This is an optimization exercise on Yosys and OpenROAD, whose aim is small area, not a production implementation.
Only simulation tests tie the RTL to the original design; equivalence was not proved.
Power is estimated from default activity; no workload was simulated.

lagoon:
==> flow/design.v <==
`timescale 1ns/1ps
`default_nettype none
module orderBookDirectoryParser
(
    input  wire logic                    clk,
    input  wire logic                    rst,
    input  wire logic [(8 * 8)-1:0]   dataIn,
    input  wire logic                    wordValid,
    input  wire logic                    start,
    input  wire logic [3-1:0] startOffset,
    output logic                         recordValid,
    output logic [31:0]                  timeStamp,
    output logic [31:0]                  orderBookId,
    output logic [(8 * 8)-1:0]        symbol,
    output logic [95:0]                  isin,
    output logic [7:0]                   financialProduct,
    output logic [23:0]                  tradingCurrency,
    output logic [15:0]                  decimalsInPrice,
    output logic [15:0]                  decimalsInNominalValue,
    output logic [31:0]                  oddLotSize,
    output logic [31:0]                  roundLotSize,
    output logic [31:0]                  blockLotSize,
    output logic [(8 * 8)-1:0]        nominalValue
);
    localparam int MSG_BYTES = 7 * 8;
    localparam int MSG_BITS = MSG_BYTES * 8;
    logic [2:0]              beat;        
    logic [3-1:0] offset;      
    logic                    pending;     
    logic [MSG_BITS-1:0]     msgBuf;      
    logic [MSG_BITS-1:0]     record;
    logic                    busy;
    logic                    firstBeat;
    logic                    anyBeat;
    logic                    lastBeat;
    logic [3-1:0] shift;
    logic [(8 * 8)-1:0]   rotWord;
    logic [7:0]              beatIs;      
    logic [7:0]              wraps;       
    logic [MSG_BYTES-1:0]    writeByte;
    logic [MSG_BYTES-1:0]    keepByte;
    logic                    loadRecord;
    logic                    holdRecord;
    function automatic logic [2:0] gray(input logic [2:0] n);
        gray = n ^ (n >> 1);
    endfunction
    function automatic logic [2:0] grayNext(input logic [2:0] g);
        case (g)
            3'b000: grayNext = 3'b001;
            3'b001: grayNext = 3'b011;
            3'b011: grayNext = 3'b010;
            3'b010: grayNext = 3'b110;
            3'b110: grayNext = 3'b111;
            3'b111: grayNext = 3'b101;
            3'b101: grayNext = 3'b100;
            default: grayNext = 3'b000;
        endcase
    endfunction
    assign busy = (beat != 3'd0);
    assign firstBeat = !busy && wordValid && start;
    assign anyBeat = firstBeat || (busy && wordValid);
    assign lastBeat = busy && wordValid &&
                      ((beat == gray(3'd7)) || ((beat == gray(3'd6)) && (offset == '0)));
    for (genvar i = 0; i < 3; i++) begin : g_shift
        selectBit shiftSel (
            .a    (offset[i]),
            .aSel (busy),
            .b    (startOffset[i]),
            .bSel (!busy),
            .y    (shift[i])
        );
    end
    always_ff @(posedge clk) begin
        if (rst) begin
            beat <= 3'd0;
            pending <= 1'b0;
            recordValid <= 1'b0;
        end else begin
            pending <= lastBeat;
            recordValid <= pending;
            if (lastBeat) begin
                beat <= 3'd0;
            end else if (anyBeat) begin
                beat <= grayNext(beat);
            end
        end
    end
    always_ff @(posedge clk) begin
        if (firstBeat) begin
            offset <= startOffset;
        end
    end
    byteRotator rotatorInst (
        .word  (dataIn),
        .shift (shift),
        .shiftN (~shift),
        .y     (rotWord)
    );
    always_comb begin
        for (int b = 0; b < 8; b++) begin
            beatIs[b] = anyBeat && (beat == gray(3'(b)));
        end
        for (int j = 0; j < 8; j++) begin
            wraps[j] = (j > 0) && (shift >= 3'(8 - j));
        end
    end
    for (genvar w = 0; w < 7; w++) begin : g_word
        assign writeByte[8 * w] = beatIs[w];
        assign keepByte[8 * w] = !beatIs[w];
        for (genvar j = 1; j < 8; j++) begin : g_byte
            if (8 * w + j == MSG_BYTES - 1) begin : g_last
                assign writeByte[8 * w + j] = 1'b1;
                assign keepByte[8 * w + j] = 1'b0;
            end else begin : g_enable
                byteEnable enableInst (
                    .wraps  (wraps[j]),
                    .wrapsN (!wraps[j]),
                    .now    (beatIs[w]),
                    .next   (beatIs[w + 1]),
                    .write  (writeByte[8 * w + j]),
                    .keep   (keepByte[8 * w + j])
                );
            end
        end
    end
    assign loadRecord = pending && !rst;
    assign holdRecord = !pending && !rst;
    logic [MSG_BITS-1:0] msgBufNext;
    logic [MSG_BITS-1:0] recordNext;
    for (genvar i = 0; i < MSG_BITS; i++) begin : g_bit
        if (i / 8 == MSG_BYTES - 1) begin : g_last
            assign msgBufNext[i] = rotWord[i % (8 * 8)];
        end else begin : g_held
            selectBit bufSel (
                .a    (rotWord[i % (8 * 8)]),
                .aSel (writeByte[i / 8]),
                .b    (msgBuf[i]),
                .bSel (keepByte[i / 8]),
                .y    (msgBufNext[i])
            );
        end
        selectBit recordSel (
            .a    (msgBuf[i]),
            .aSel (loadRecord),
            .b    (record[i]),
            .bSel (holdRecord),
            .y    (recordNext[i])
        );
    end
    always_ff @(posedge clk) begin
        msgBuf <= msgBufNext;
        record <= recordNext;
    end
    assign timeStamp = record[31:0];
    assign orderBookId = record[63:32];
    assign symbol = record[127:64];
    assign isin = record[223:128];
    assign financialProduct = record[231:224];
    assign tradingCurrency = record[255:232];
    assign decimalsInPrice = record[271:256];
    assign decimalsInNominalValue = record[287:272];
    assign oddLotSize = record[319:288];
    assign roundLotSize = record[351:320];
    assign blockLotSize = record[383:352];
    assign nominalValue = record[447:384];
endmodule
module selectBit
(
    input  wire logic a,
    input  wire logic aSel,
    input  wire logic b,
    input  wire logic bSel,
    output logic      y
);
    assign y = (a & aSel) | (b & bSel);
endmodule
module byteEnable
(
    input  wire logic wraps,
    input  wire logic wrapsN,
    input  wire logic now,
    input  wire logic next,
    output logic      write,
    output logic      keep
);
    selectBit writeInst (
        .a    (next),
        .aSel (wraps),
        .b    (now),
        .bSel (wrapsN),
        .y    (write)
    );
    assign keep = !write;
endmodule
module byteRotator
(
    input  wire logic [(8 * 8)-1:0]   word,
    input  wire logic [3-1:0] shift,
    input  wire logic [3-1:0] shiftN,
    output logic [(8 * 8)-1:0]        y
);
    logic [(8 * 8)-1:0] by1;     
    logic [(8 * 8)-1:0] by2;     
    for (genvar i = 0; i < (8 * 8); i++) begin : g_bit
        selectBit stage1 (
            .a    (word[(i + 8) % (8 * 8)]),
            .aSel (shift[0]),
            .b    (word[i]),
            .bSel (shiftN[0]),
            .y    (by1[i])
        );
        selectBit stage2 (
            .a    (by1[(i + 16) % (8 * 8)]),
            .aSel (shift[1]),
            .b    (by1[i]),
            .bSel (shiftN[1]),
            .y    (by2[i])
        );
        selectBit stage3 (
            .a    (by2[(i + 32) % (8 * 8)]),
            .aSel (shift[2]),
            .b    (by2[i]),
            .bSel (shiftN[2]),
            .y    (y[i])
        );
    end
endmodule
`default_nettype wire
clock: 5.0 ns
lec_check: 0
cap_margin: 20
core_margin: 2
core_utilization: 75
slew_margin: 20
synth_hierarchical: 1
standard.sh (not shown) runs the stock make flow with config.mk's settings and CLKGATE_MAP_FILE= SYNTH_SCRIPT=/design/flow/synth_recipe.tcl, a recipe that flattens the netlist after the stock synthesis.
==> flow/flow/run.sh <==
#!/bin/bash
# The standard layout, with two changes: the port buffers are the smallest
# buffer cell, and clock tree synthesis is tuned for area.
set -euo pipefail
bash standard.sh synth > synth.log 2>&1
bash standard.sh \
    "BUFFER_PORTS_ARGS=-buffer_cell sky130_fd_sc_hd__buf_1" \
    "CTS_ARGS=-sink_clustering_enable -repair_clock_nets -dont_use_dummy_load -buf_list sky130_fd_sc_hd__clkbuf_8 -sink_clustering_size 18 -sink_clustering_max_diameter 50" \
    finish > layout.log 2>&1
Input-level comparison between quartz and lagoon:
-- flow/design.v --
<<< lagoon, line 109
        assign keepByte[8 * w] = !beatIs[w];
        for (genvar j = 1; j < 8; j++) begin : g_byte
            if (8 * w + j == MSG_BYTES - 1) begin : g_last
                assign writeByte[8 * w + j] = 1'b1;
                assign keepByte[8 * w + j] = 1'b0;
            end else begin : g_enable
                byteEnable enableInst (
                    .wraps  (wraps[j]),
                    .wrapsN (!wraps[j]),
                    .now    (beatIs[w]),
                    .next   (beatIs[w + 1]),
                    .write  (writeByte[8 * w + j]),
                    .keep   (keepByte[8 * w + j])
                );
            end
        end
    end
>>> quartz, line 109
        assign keepByte[8 * w] = !beatIs[w];
        for (genvar j = 1; j < 8; j++) begin : g_byte
            byteEnable enableInst (
                .wraps  (wraps[j]),
                .wrapsN (!wraps[j]),
                .now    (beatIs[w]),
                .next   (beatIs[w + 1]),
                .write  (writeByte[8 * w + j]),
                .keep   (keepByte[8 * w + j])
            );
        end
    end
<<< lagoon, line 129
    logic [MSG_BITS-1:0] recordNext;
    for (genvar i = 0; i < MSG_BITS; i++) begin : g_bit
        if (i / 8 == MSG_BYTES - 1) begin : g_last
            assign msgBufNext[i] = rotWord[i % (8 * 8)];
        end else begin : g_held
            selectBit bufSel (
                .a    (rotWord[i % (8 * 8)]),
                .aSel (writeByte[i / 8]),
                .b    (msgBuf[i]),
                .bSel (keepByte[i / 8]),
                .y    (msgBufNext[i])
            );
        end
        selectBit recordSel (
            .a    (msgBuf[i]),
>>> quartz, line 124
    logic [MSG_BITS-1:0] recordNext;
    for (genvar i = 0; i < MSG_BITS; i++) begin : g_bit
        selectBit bufSel (
            .a    (rotWord[i % (8 * 8)]),
            .aSel (writeByte[i / 8]),
            .b    (msgBuf[i]),
            .bSel (keepByte[i / 8]),
            .y    (msgBufNext[i])
        );
        selectBit recordSel (
            .a    (msgBuf[i]),
Results
Compared quartz against lagoon; overall power consumption within noise.
The fraction of area in clock buffers and inverters was comparable across lagoon and quartz.
quartz against lagoon: worst slack on hold paths up 0.0094 ns; cell area flat; summed instance area of the synthesized netlist flat; global-route usage up 0.44 points.
Number of nets with antenna violations after detailed routing came out exactly the same in lagoon and quartz.
Diff quartz..lagoon | count of plain and timing-repair buffers | unchanged
Wire length of the first global-routing pass came out higher on quartz than on lagoon.
A cell with the biggest individual delay on the critical path of sky130_fd_sc_hd__a22o_2 is what lagoon shows, while sky130_fd_sc_hd__dfxtp_1 belongs to quartz.
Diff lagoon -> quartz | top achievable clock speed | up slightly

==> what the ideal ports hide <==
In the flow no input, the clock included, has a driving cell. The finished layouts below were timed again as built, in two steps.
Step 1, drivers: a clkbuf_16 drives clk and a buf_2 each remaining input, both assumed.
Step 2 also shifts input and output timing later by t, the mid clock arrival at the registers, as if the neighbouring blocks saw the same clock.
Slacks: no drivers / after step 1 / after step 2; pairs: no drivers / after step 1.
run	shift t [ns]	setup slack, ns	worst hold slack (ns)	cell pins on the clock port's net
lagoon	0.744	1.130 / 1.130 / 1.003	0.469 / 0.469 / 0.469	1
quartz	0.748	1.164 / 1.164 / 0.993	0.479 / 0.479 / 0.479	1
After both steps every run listed still meets setup and hold. For quartz, which loses most, drivers alone change the setup slack by 0.000 ns; drivers and shift together by -0.171 ns.
